What follows belongs to an exercise in optimizing a design on an open flow for small area, a short achievable clock period and few clock cycles per item; a production flow would make more cautious choices. In this exercise RTL edits were held to simulation tests only and were not proved equivalent to the original. Power is estimated from default activity; no workload was simulated.

$ cat design/flow/run.sh
#!/bin/bash
# synth_recipe.tcl (not shown) runs the flow's synth.tcl, then flattens the netlist and writes it again
# the make line also repeats each setting of config.mk as NAME=value (left out here)
make -C /OpenROAD-flow-scripts/flow DESIGN_CONFIG=/design/flow/config.mk WORK_HOME=/design/flow/orfs CLKGATE_MAP_FILE= SYNTH_SCRIPT=/design/flow/synth_recipe.tcl finish
$ cat design/flow/design.v
package mtdr_pkg;
    localparam int DEF_MAX_ROWS  = 8;
    localparam int DEF_MAX_COLS  = 8;
    localparam int DEF_CELL_BITS = 16;
    localparam int OUT_W      = 23;
    localparam int CFG_IDX_W  = 1;
    localparam int CFG_DATA_W = 4;
    localparam int IDX_W  = 5;
    localparam int ADDR_W = 10;
    localparam logic [CFG_IDX_W-1:0] REG_ROW_COUNT = 1'b0;
    localparam logic [CFG_IDX_W-1:0] REG_COL_COUNT = 1'b1;
    typedef struct packed {
        logic              wr_en;
        logic [ADDR_W-1:0] wr_addr;
        logic              rd_en;
        logic [ADDR_W-1:0] rd_addr;
        logic              clr_max;
        logic              clr_col;
        logic              acc_col;
        logic              rect;
        logic              first;
        logic [IDX_W-1:0]  row_top;
        logic [IDX_W-1:0]  row_bot;
        logic [IDX_W-1:0]  col_lft;
        logic [IDX_W-1:0]  col_rgt;
        logic              rpre;
        logic              rsuf;
        logic              cpre;
        logic              csuf;
        logic [IDX_W-1:0]  pidx;
        logic              load_out;
        logic              no_pair;
    } t_cmd;
endpackage
module mtdr_ctrl #(
    parameter int MAX_ROWS = mtdr_pkg::DEF_MAX_ROWS,
    parameter int MAX_COLS = mtdr_pkg::DEF_MAX_COLS
) (
    input  logic                             i_clk,
    input  logic                             i_rst_n,
    input  logic                             i_in_valid,
    input  logic                             i_last_cell,
    output logic                             o_in_ready,
    input  logic                             i_out_ready,
    output logic                             o_out_valid,
    input  logic                             i_cfg_valid,
    input  logic [mtdr_pkg::CFG_IDX_W-1:0]   i_cfg_index,
    input  logic [mtdr_pkg::CFG_DATA_W-1:0]  i_cfg_data,
    output logic                             o_cfg_ready,
    output mtdr_pkg::t_cmd                   o_cmd
);
    localparam int CAP = MAX_ROWS * MAX_COLS;
    localparam int LW  = $clog2(CAP + 1);
    localparam int RW  = (MAX_ROWS > 1) ? $clog2(MAX_ROWS) : 1;
    localparam int CW  = (MAX_COLS > 1) ? $clog2(MAX_COLS) : 1;
    localparam int PW  = (RW > CW) ? RW : CW;
    localparam logic [3:0] S_IDLE   = 4'd0;
    localparam logic [3:0] S_CLRMAX = 4'd1;
    localparam logic [3:0] S_CLRCOL = 4'd2;
    localparam logic [3:0] S_RD     = 4'd3;
    localparam logic [3:0] S_ACC    = 4'd4;
    localparam logic [3:0] S_RECT   = 4'd5;
    localparam logic [3:0] S_RPRE   = 4'd6;
    localparam logic [3:0] S_RSUF   = 4'd7;
    localparam logic [3:0] S_CPRE   = 4'd8;
    localparam logic [3:0] S_CSUF   = 4'd9;
    localparam logic [3:0] S_DONE   = 4'd10;
    logic [3:0]            r_state, n_state;
    logic [mtdr_pkg::CFG_DATA_W-1:0] r_rows_cfg, n_rows_cfg, r_cols_cfg, n_cols_cfg;
    logic [RW-1:0]         r_rows_m1, n_rows_m1, r_i, n_i, r_k, n_k;
    logic [CW-1:0]         r_cols_m1, n_cols_m1, r_j, n_j, r_l, n_l, r_c, n_c;
    logic [PW-1:0]         r_p, n_p;
    logic [LW-1:0]         r_load, n_load;
    logic                  r_out_valid, n_out_valid;
    logic                  in_acc;
    assign o_in_ready  = (r_state == S_IDLE);
    assign o_cfg_ready = 1'b1;
    assign o_out_valid = r_out_valid;
    assign in_acc      = i_in_valid && (r_state == S_IDLE);
    always_ff @(posedge i_clk) begin
        if (!i_rst_n) begin
            r_state     <= S_IDLE;
            r_rows_cfg  <= mtdr_pkg::CFG_DATA_W'(8);
            r_cols_cfg  <= mtdr_pkg::CFG_DATA_W'(8);
            r_rows_m1   <= '0;
            r_cols_m1   <= '0;
            r_i         <= '0;
            r_k         <= '0;
            r_j         <= '0;
            r_l         <= '0;
            r_c         <= '0;
            r_p         <= '0;
            r_load      <= '0;
            r_out_valid <= 1'b0;
        end else begin
            r_state     <= n_state;
            r_rows_cfg  <= n_rows_cfg;
            r_cols_cfg  <= n_cols_cfg;
            r_rows_m1   <= n_rows_m1;
            r_cols_m1   <= n_cols_m1;
            r_i         <= n_i;
            r_k         <= n_k;
            r_j         <= n_j;
            r_l         <= n_l;
            r_c         <= n_c;
            r_p         <= n_p;
            r_load      <= n_load;
            r_out_valid <= n_out_valid;
        end
    end
    always_comb begin
        n_state     = r_state;
        n_rows_cfg  = r_rows_cfg;
        n_cols_cfg  = r_cols_cfg;
        n_rows_m1   = r_rows_m1;
        n_cols_m1   = r_cols_m1;
        n_i         = r_i;
        n_k         = r_k;
        n_j         = r_j;
        n_l         = r_l;
        n_c         = r_c;
        n_p         = r_p;
        n_load      = r_load;
        n_out_valid = r_out_valid;
        o_cmd       = '0;
        o_cmd.wr_addr = mtdr_pkg::ADDR_W'(r_load);
        o_cmd.rd_addr = mtdr_pkg::ADDR_W'(int'(r_k) * (int'(r_cols_m1) + 1) + int'(r_c));
        o_cmd.row_top = mtdr_pkg::IDX_W'(r_i);
        o_cmd.row_bot = mtdr_pkg::IDX_W'(r_k);
        o_cmd.col_lft = mtdr_pkg::IDX_W'(r_j);
        o_cmd.col_rgt = mtdr_pkg::IDX_W'(r_l);
        o_cmd.pidx    = mtdr_pkg::IDX_W'(r_p);
        if (i_cfg_valid) begin
            unique case (i_cfg_index)
                mtdr_pkg::REG_ROW_COUNT: n_rows_cfg = i_cfg_data;
                mtdr_pkg::REG_COL_COUNT: n_cols_cfg = i_cfg_data;
                default:       n_rows_cfg = r_rows_cfg;
            endcase
        end
        if (r_out_valid && i_out_ready) begin
            n_out_valid = 1'b0;
        end
        unique case (r_state)
            S_IDLE: begin
                if (in_acc) begin
                    if (int'(r_load) < CAP) begin
                        o_cmd.wr_en = 1'b1;
                        n_load      = r_load + LW'(1);
                    end
                    if (i_last_cell) begin
                        n_load = '0;
                        if (r_rows_cfg == '0) begin
                            n_rows_m1 = '0;
                        end else if (int'(r_rows_cfg) > MAX_ROWS) begin
                            n_rows_m1 = RW'(MAX_ROWS - 1);
                        end else begin
                            n_rows_m1 = RW'(int'(r_rows_cfg) - 1);
                        end
                        if (r_cols_cfg == '0) begin
                            n_cols_m1 = '0;
                        end else if (int'(r_cols_cfg) > MAX_COLS) begin
                            n_cols_m1 = CW'(MAX_COLS - 1);
                        end else begin
                            n_cols_m1 = CW'(int'(r_cols_cfg) - 1);
                        end
                        n_state = S_CLRMAX;
                    end
                end
            end
            S_CLRMAX: begin
                o_cmd.clr_max = 1'b1;
                n_i           = '0;
                n_state       = S_CLRCOL;
            end
            S_CLRCOL: begin
                o_cmd.clr_col = 1'b1;
                n_k           = r_i;
                n_c           = '0;
                n_state       = S_RD;
            end
            S_RD: begin
                o_cmd.rd_en = 1'b1;
                n_state     = S_ACC;
            end
            S_ACC: begin
                o_cmd.acc_col = 1'b1;
                o_cmd.col_rgt = mtdr_pkg::IDX_W'(r_c);
                if (r_c == r_cols_m1) begin
                    n_j     = '0;
                    n_l     = '0;
                    n_state = S_RECT;
                end else begin
                    n_c     = r_c + CW'(1);
                    n_state = S_RD;
                end
            end
            S_RECT: begin
                o_cmd.rect  = 1'b1;
                o_cmd.first = (r_l == r_j);
                if (r_l != r_cols_m1) begin
                    n_l = r_l + CW'(1);
                end else if (r_j != r_cols_m1) begin
                    n_j = r_j + CW'(1);
                    n_l = r_j + CW'(1);
                end else if (r_k != r_rows_m1) begin
                    n_k     = r_k + RW'(1);
                    n_c     = '0;
                    n_state = S_RD;
                end else if (r_i != r_rows_m1) begin
                    n_i     = r_i + RW'(1);
                    n_state = S_CLRCOL;
                end else begin
                    n_p     = '0;
                    n_state = S_RPRE;
                end
            end
            S_RPRE: begin
                o_cmd.rpre  = 1'b1;
                o_cmd.first = (r_p == '0);
                if (r_p != PW'(r_rows_m1)) begin
                    n_p = r_p + PW'(1);
                end else if (r_rows_m1 == '0) begin
                    n_p     = '0;
                    n_state = S_CPRE;
                end else begin
                    n_state = S_RSUF;
                end
            end
            S_RSUF: begin
                o_cmd.rsuf  = 1'b1;
                o_cmd.first = (r_p == PW'(r_rows_m1));
                if (r_p == PW'(1)) begin
                    n_p     = '0;
                    n_state = S_CPRE;
                end else begin
                    n_p = r_p - PW'(1);
                end
            end
            S_CPRE: begin
                o_cmd.cpre  = 1'b1;
                o_cmd.first = (r_p == '0);
                if (r_p != PW'(r_cols_m1)) begin
                    n_p = r_p + PW'(1);
                end else if (r_cols_m1 == '0) begin
                    n_state = S_DONE;
                end else begin
                    n_state = S_CSUF;
                end
            end
            S_CSUF: begin
                o_cmd.csuf  = 1'b1;
                o_cmd.first = (r_p == PW'(r_cols_m1));
                if (r_p == PW'(1)) begin
                    n_state = S_DONE;
                end else begin
                    n_p = r_p - PW'(1);
                end
            end
            S_DONE: begin
                if (!r_out_valid || i_out_ready) begin
                    o_cmd.load_out = 1'b1;
                    o_cmd.no_pair  = (r_rows_m1 == '0) && (r_cols_m1 == '0);
                    n_out_valid    = 1'b1;
                    n_state        = S_IDLE;
                end
            end
            default: n_state = S_IDLE;
        endcase
    end
endmodule
module mtdr_dp #(
    parameter int MAX_ROWS  = mtdr_pkg::DEF_MAX_ROWS,
    parameter int MAX_COLS  = mtdr_pkg::DEF_MAX_COLS,
    parameter int CELL_BITS = mtdr_pkg::DEF_CELL_BITS
) (
    input  logic                               i_clk,
    input  logic signed [CELL_BITS-1:0]        i_cell_value,
    input  mtdr_pkg::t_cmd                     i_cmd,
    output logic signed [mtdr_pkg::OUT_W-1:0]  o_best_sum,
    output logic                               o_no_pair
);
    localparam int CAP    = MAX_ROWS * MAX_COLS;
    localparam int AW     = (CAP > 1) ? $clog2(CAP) : 1;
    localparam int RW     = (MAX_ROWS > 1) ? $clog2(MAX_ROWS) : 1;
    localparam int CW     = (MAX_COLS > 1) ? $clog2(MAX_COLS) : 1;
    localparam int PW     = (RW > CW) ? RW : CW;
    localparam int SUM_W  = CELL_BITS + AW + 1;
    localparam int PAIR_W = SUM_W + 1;
    localparam int EXT_W  = ((PAIR_W > mtdr_pkg::OUT_W) ? PAIR_W : mtdr_pkg::OUT_W) + 1;
    localparam logic signed [SUM_W-1:0]  SUM_MIN  = {1'b1, {(SUM_W-1){1'b0}}};
    localparam logic signed [PAIR_W-1:0] PAIR_MIN = {1'b1, {(PAIR_W-1){1'b0}}};
    localparam logic signed [EXT_W-1:0]  SAT_HI   = EXT_W'((64'sd1 <<< (mtdr_pkg::OUT_W - 1)) - 64'sd1);
    localparam logic signed [EXT_W-1:0]  SAT_LO   = EXT_W'(-(64'sd1 <<< (mtdr_pkg::OUT_W - 1)));
    logic signed [CELL_BITS-1:0] mem [CAP];
    logic signed [CELL_BITS-1:0] r_rdata;
    logic signed [SUM_W-1:0]     r_col [MAX_COLS];
    logic signed [SUM_W-1:0]     r_top [MAX_ROWS];
    logic signed [SUM_W-1:0]     r_bot [MAX_ROWS];
    logic signed [SUM_W-1:0]     r_lft [MAX_COLS];
    logic signed [SUM_W-1:0]     r_rgt [MAX_COLS];
    logic signed [SUM_W-1:0]     r_acc;
    logic signed [SUM_W-1:0]     r_run;
    logic signed [PAIR_W-1:0]    r_best;
    logic signed [mtdr_pkg::OUT_W-1:0]     r_best_sum;
    logic                        r_no_pair;
    logic [RW-1:0]            ri, rk, rp, rpm1;
    logic [CW-1:0]            cj, cl, cp, cpm1;
    logic [PW-1:0]            pm1;
    logic signed [SUM_W-1:0]  acc_n;
    logic signed [SUM_W-1:0]  run_src, run_n;
    logic signed [SUM_W-1:0]  pair_lhs;
    logic signed [PAIR_W-1:0] cand;
    logic signed [EXT_W-1:0]  best_x;
    assign ri   = i_cmd.row_top[RW-1:0];
    assign rk   = i_cmd.row_bot[RW-1:0];
    assign cj   = i_cmd.col_lft[CW-1:0];
    assign cl   = i_cmd.col_rgt[CW-1:0];
    assign rp   = i_cmd.pidx[RW-1:0];
    assign cp   = i_cmd.pidx[CW-1:0];
    assign pm1  = i_cmd.pidx[PW-1:0] - PW'(1);
    assign rpm1 = pm1[RW-1:0];
    assign cpm1 = pm1[CW-1:0];
    assign acc_n = (i_cmd.first ? SUM_W'(0) : r_acc) + r_col[cl];
    always_comb begin
        priority if (i_cmd.rpre) begin
            run_src  = r_bot[rp];
            pair_lhs = r_bot[rp];
        end else if (i_cmd.rsuf) begin
            run_src  = r_top[rp];
            pair_lhs = r_bot[rpm1];
        end else if (i_cmd.cpre) begin
            run_src  = r_rgt[cp];
            pair_lhs = r_rgt[cp];
        end else begin
            run_src  = r_lft[cp];
            pair_lhs = r_rgt[cpm1];
        end
        run_n = (i_cmd.first || run_src > r_run) ? run_src : r_run;
        cand  = PAIR_W'(pair_lhs) + PAIR_W'(run_n);
    end
    assign best_x = EXT_W'(r_best);
    always_ff @(posedge i_clk) begin
        if (i_cmd.wr_en) begin
            mem[i_cmd.wr_addr[AW-1:0]] <= i_cell_value;
        end
        if (i_cmd.rd_en) begin
            r_rdata <= mem[i_cmd.rd_addr[AW-1:0]];
        end
    end
    always_ff @(posedge i_clk) begin
        if (i_cmd.clr_max) begin
            for (int n = 0; n < MAX_ROWS; n++) begin
                r_top[n] <= SUM_MIN;
                r_bot[n] <= SUM_MIN;
            end
            for (int n = 0; n < MAX_COLS; n++) begin
                r_lft[n] <= SUM_MIN;
                r_rgt[n] <= SUM_MIN;
            end
            r_best <= PAIR_MIN;
        end
        if (i_cmd.clr_col) begin
            for (int n = 0; n < MAX_COLS; n++) begin
                r_col[n] <= '0;
            end
        end
        if (i_cmd.acc_col) begin
            r_col[cl] <= r_col[cl] + SUM_W'(r_rdata);
        end
        if (i_cmd.rect) begin
            r_acc <= acc_n;
            if (acc_n > r_top[ri]) begin
                r_top[ri] <= acc_n;
            end
            if (acc_n > r_bot[rk]) begin
                r_bot[rk] <= acc_n;
            end
            if (acc_n > r_lft[cj]) begin
                r_lft[cj] <= acc_n;
            end
            if (acc_n > r_rgt[cl]) begin
                r_rgt[cl] <= acc_n;
            end
        end
        if (i_cmd.rpre) begin
            r_run     <= run_n;
            r_bot[rp] <= run_n;
        end
        if (i_cmd.cpre) begin
            r_run     <= run_n;
            r_rgt[cp] <= run_n;
        end
        if (i_cmd.rsuf || i_cmd.csuf) begin
            r_run <= run_n;
            if (cand > r_best) begin
                r_best <= cand;
            end
        end
        if (i_cmd.load_out) begin
            r_no_pair <= i_cmd.no_pair;
            if (i_cmd.no_pair) begin
                r_best_sum <= '0;
            end else if (best_x > SAT_HI) begin
                r_best_sum <= mtdr_pkg::OUT_W'(SAT_HI);
            end else if (best_x < SAT_LO) begin
                r_best_sum <= mtdr_pkg::OUT_W'(SAT_LO);
            end else begin
                r_best_sum <= mtdr_pkg::OUT_W'(best_x);
            end
        end
    end
    assign o_best_sum = r_best_sum;
    assign o_no_pair  = r_no_pair;
endmodule
module max_two_disjoint_rect_sum #(
    parameter int MAX_ROWS  = mtdr_pkg::DEF_MAX_ROWS,
    parameter int MAX_COLS  = mtdr_pkg::DEF_MAX_COLS,
    parameter int CELL_BITS = mtdr_pkg::DEF_CELL_BITS
) (
    input  logic                               i_clk,
    input  logic                               i_rst_n,
    input  logic                               i_in_valid,
    output logic                               o_in_ready,
    input  logic signed [CELL_BITS-1:0]        i_in_cell_value,
    input  logic                               i_in_last_cell,
    output logic                               o_out_valid,
    input  logic                               i_out_ready,
    output logic signed [mtdr_pkg::OUT_W-1:0]  o_out_best_sum,
    output logic                               o_out_no_pair,
    input  logic                               i_cfg_valid,
    output logic                               o_cfg_ready,
    input  logic [mtdr_pkg::CFG_IDX_W-1:0]     i_cfg_index,
    input  logic [mtdr_pkg::CFG_DATA_W-1:0]    i_cfg_data
);
    mtdr_pkg::t_cmd cmd;
    mtdr_ctrl #(
        .MAX_ROWS (MAX_ROWS),
        .MAX_COLS (MAX_COLS)
    ) u_ctrl (
        .i_clk       (i_clk),
        .i_rst_n     (i_rst_n),
        .i_in_valid  (i_in_valid),
        .i_last_cell (i_in_last_cell),
        .o_in_ready  (o_in_ready),
        .i_out_ready (i_out_ready),
        .o_out_valid (o_out_valid),
        .i_cfg_valid (i_cfg_valid),
        .i_cfg_index (i_cfg_index),
        .i_cfg_data  (i_cfg_data),
        .o_cfg_ready (o_cfg_ready),
        .o_cmd       (cmd)
    );
    mtdr_dp #(
        .MAX_ROWS  (MAX_ROWS),
        .MAX_COLS  (MAX_COLS),
        .CELL_BITS (CELL_BITS)
    ) u_dp (
        .i_clk        (i_clk),
        .i_cell_value (i_in_cell_value),
        .i_cmd        (cmd),
        .o_best_sum   (o_out_best_sum),
        .o_no_pair    (o_out_no_pair)
    );
endmodule
$ cat design/flow/config.mk
export PLATFORM = sky130hd
export DESIGN_NAME = max_two_disjoint_rect_sum
export DESIGN_NICKNAME = max_two_disjoint_rect_sum
export VERILOG_FILES = /design/flow/design.v
export SDC_FILE = /design/flow/constraint.sdc
export NUM_CORES = 4
export LEC_CHECK = 0
export CAP_MARGIN = 20
export CORE_MARGIN = 2
export CORE_UTILIZATION = 40
export SLEW_MARGIN = 20
$ cat design/flow/constraint.sdc
create_clock -name core_clock -period 10.0 [get_ports {i_clk}]
set_input_delay 2.0000 -clock core_clock [delete_from_list [all_inputs] [get_ports {i_clk}]]
set_output_delay 2.0000 -clock core_clock [all_outputs]
set_load 0.01 [all_outputs]
==> notes.md <==
==> final cells by class <==
cell class | count | share of cell area
Clock buffer | 278 | 0.0506
Antenna cell | 5 | 0.000108
Multi-Input combinational cell | 4320 | 0.330
Sequential cell | 2110 | 0.539
Inverter | 121 | 0.00391
Tap cell | 3384 | 0.0364
Timing Repair Buffer | 386 | 0.0284
Clock inverter | 126 | 0.0119
==> tightest hold or removal path: cells and delay by family (launching register included) <==
kind	cells	cell delay [ns]
simple gates	2	0.11
flops	1	0.31
==> registers in the layout, indices dropped and copies added (netlist names), 7 cells and up, named ones only <==
register	count
u_dp.r_best	24
u_dp.r_rgt	184
u_dp.r_lft	184
u_dp.r_acc	23
u_dp.r_rdata	16
u_dp.r_bot	184
u_dp.r_best_sum	23
u_dp.r_col	184
u_dp.r_top	184
u_ctrl.r_load	7
u_dp.r_run	23
u_dp.mem	1024
==> cell families after synthesis <==
family	after synthesis	share of synthesized area
simple gates	2267	0.0943
flops	2110	0.608
buf+inv	608	0.0246
compound gates	705	0.0462
xor+xnor	100	0.00873
mux	1006	0.189
other cells	1	0.0000364
fa+ha+maj	241	0.0297
==> through the flow <==
step	utilization	area (µm²)	setup slack, ns	total power, mW
after floorplan	-	103000	1.31	22.4
after global placement	0.424	109000	0.456	30.2
after detailed placement	0.424	109000	0.508	30.4
after CTS	0.453	116000	0.436	38.6
after global routing	0.453	116000	0.0228	40.4
final	0.453	116000	0.511	39.0
==> layer usage <==
layer  track usage  vias to the layer above  part of all wire
met3        0.0490                      609             0.096
met4        0.0950                       14             0.044
met1         0.329                    33600              0.40
met5             0                        -           0.00029
met2         0.368                     3406              0.46
li1              -                    27300                 -
==> cell usage in the layout (no fill, tap or decap), types with 29 or more instances in the layout <==
cell type	instances
clkbuf_1	47
and3_1	38
buf_4	318
ha_1	227
a21o_1	87
nand2_1	594
a21oi_1	182
mux2_2	41
and2_1	35
xnor2_1	32
nand2b_1	41
nor3_1	29
edfxtp_1	2030
clkinv_1	44
clkinv_2	34
dfxtp_1	69
clkbuf_16	224
nor2b_1	58
mux4_2	728
o21ai_0	115
nand4_1	34
o21a_1	39
nand3_1	209
xor2_1	44
a31oi_1	39
nor2_1	1126
inv_1	119
mux2i_1	211
clkdlybuf4s50_1	35
==> cell usage after synthesis, types with 12 or more instances <==
cell type / number / area (µm²)
a21oi_2: 17 / 149
a311oi_1: 23 / 201
a31oi_1: 39 / 244
o21a_1: 39 / 293
buf_1: 72 / 270
clkbuf_1: 325 / 1220
nand3b_1: 12 / 90.1
a21o_1: 87 / 653
o211ai_1: 17 / 128
buf_2: 67 / 335
or3_1: 16 / 100
mux2_2: 42 / 473
nand2_1: 597 / 2240
a21oi_1: 182 / 911
o21ai_0: 116 / 581
o22ai_1: 28 / 175
nand3_1: 213 / 1070
mux2i_1: 214 / 2140
or2_2: 16 / 100
xor2_1: 56 / 490
nor2b_1: 60 / 375
edfxtp_1: 2030 / 61000
nand4_1: 34 / 213
xnor2_1: 41 / 359
a211oi_1: 29 / 218
and3_1: 38 / 238
nor3_1: 30 / 150
nor2_1: 1127 / 4230
ha_1: 230 / 2880
a21boi_0: 12 / 90.1
mux4_2: 728 / 16400
inv_1: 119 / 447
dfxtp_1: 80 / 1600
and2_1: 35 / 219
nand2b_1: 41 / 257
==> worst max-delay path by stage <==
stage,end,cells after the start,from,slack (ns)
floorplan,u_dp.r_best[15],40,flip-flop,1.31
global placement,u_dp.r_best[20],32,flip-flop,0.46
detailed placement,u_dp.r_best[4],34,flip-flop,0.51
CTS,u_dp.r_best[4],34,flip-flop,0.44
global route,u_dp.r_top[5][0],27,u_ctrl.r_state[3],0.02
finish,u_dp.r_bot[6][18],28,u_ctrl.r_state[3],0.51
==> repair_timing <==
| action | CTS | global route |
|---|---|---|
| gates resized for setup | 0 | 6 |
| endpoints found under the setup margin | 0 | 22 |
| setup buffers | 0 | 0 |
==> report_power, final <==
part	switching [mW]	internal, mW	leakage, nW	total [mW]
clock	3.60	4.60	3.49	8.20
combinational	13.0	5.79	16.0	18.8
sequential	0.674	11.3	19.3	12.0
==> notes.md <==
area delta synth->final 12.8%; Slew @ Worst Pin 1.17 ns; root buffer cell clkbuf_16; HP Start u_ctrl.r_cols_cfg[3]; post-synth net total 7,302; sequential area share after synthesis 0.608; Final Hold Fails 0; multi-input logic area 0.0383 mm²; global-route wire length before repair 454 mm; setup violators final 0; CTS tree yes; r2r worst-path depth 28; synthesized flop and latch total 2,110; synth warn 2; RSZ-0062 raised after global routing false; MaxCap Viol Count 0; GRT Overall Usage 0.238; CP delay by family, top simple AND/OR/NAND/NOR gates; WP buf/inv 5; mapped cell area 0.103 mm²; drt wl/cell 29.4 µm; Layout Cells excl Fill 10,700; Final Skew 0.141 ns; hold-fix buffer count after cts 0; chip height 511 µm; via count 64,900; cell row count 186; CP required 10.59 ns; syn avg cell area 14.6 µm²; core area 0.256 mm²; clock slew at reported path FFs 0.06 ns; Tmin final 9.49 ns; H-tree depth 4; # IOs 54; # port buffers 52; Max rail drop VDD 0.430 mV; Iter 0 DRT Violations 7,806; GPL Wtd Cong 0.977; layout cells sized above 1 0.218; total CTS buffers 224; post-route setup TNS 0 ns; drt pass-1 iters 8; Slowest-stage cell, CP nor4b_4; Critical Path AT 10.08 ns; vias in the first global route 63,900; pin count of the biggest net entering global routing 116; Top FF cell, synth edfxtp_1; Pleak 38.8 nW; Async S/R FF share, synth 0; FF-to-FF Start u_ctrl.r_state[3]; grt total ovfl 0; DRC 0; Hold Crit Class flip-flop to flip-flop; slew margin rel. 0.218; Worst Setup Path Type flip-flop to flip-flop; TritonCTS Sinks 2,110; nets 7,427; Worst R2R End u_dp.r_bot[6][18]; via-per-instance ratio 6.05; Fill cells 22,400; outcome no timing/DRC/antenna violations; dpl cells 10,300; CP max stage delay 0.86 ns; Hold Crit Depth 2; Worst Setup End Kind flip-flop; initial antenna violation count 20; EDFF count, synth 2,030; Antenna Violating Nets Remaining 0; reg2reg setup slack 0.51 ns; CTS max path bufs 3; fin crit share 0.949; Die W 511 µm; fin. max-slew vios 0; full die area 0.261 mm²; critical-path maximum fanout 30; Cell variety after synth 99; FF+latch area 0.0626 mm²; Hold WS 0.477 ns; cells after synthesis 7,038; clk latency of the worst-skew pair 0.95 ns; power density over cell area 336 mW/mm²; hpwl dp 204 mm; final wirelength 316 mm; crit start category flip-flop; FMAX 105 MHz; Hold Path Sink u_ctrl.r_cols_cfg[3]; Starting Density 0.401
Testbench counts, summed over its fixed seeds: cycles 155,827, grids 128.

## afterwards: timing with drivers on the ports
The flow's constraints put no driver on any port. The routed layout listed below was extracted and timed again, unchanged, in two steps.
Step 1 sets driving cells, clkbuf_16 on the clock port and buf_2 on the other inputs (assumed; they add their load-dependent delay and slew).
Step 2 times the ports against the registers' clock, not the clock port: input delays grow and output delays shrink by t, the midpoint of the rising clock arrivals with the driver on.
Three values: ideal ports, drivers, drivers and shift; two values: the first two.
t, ns: 0.968
setup slack, ns: 0.511 / 0.511 / 0.511
clock arrival spread, ns: 0.142 / 0.142
pins driven straight from the clock port: 1
After both steps this run still meets setup and hold. The setup slack of this run moves by 0.000 ns with the drivers and by 0.000 ns with both steps.
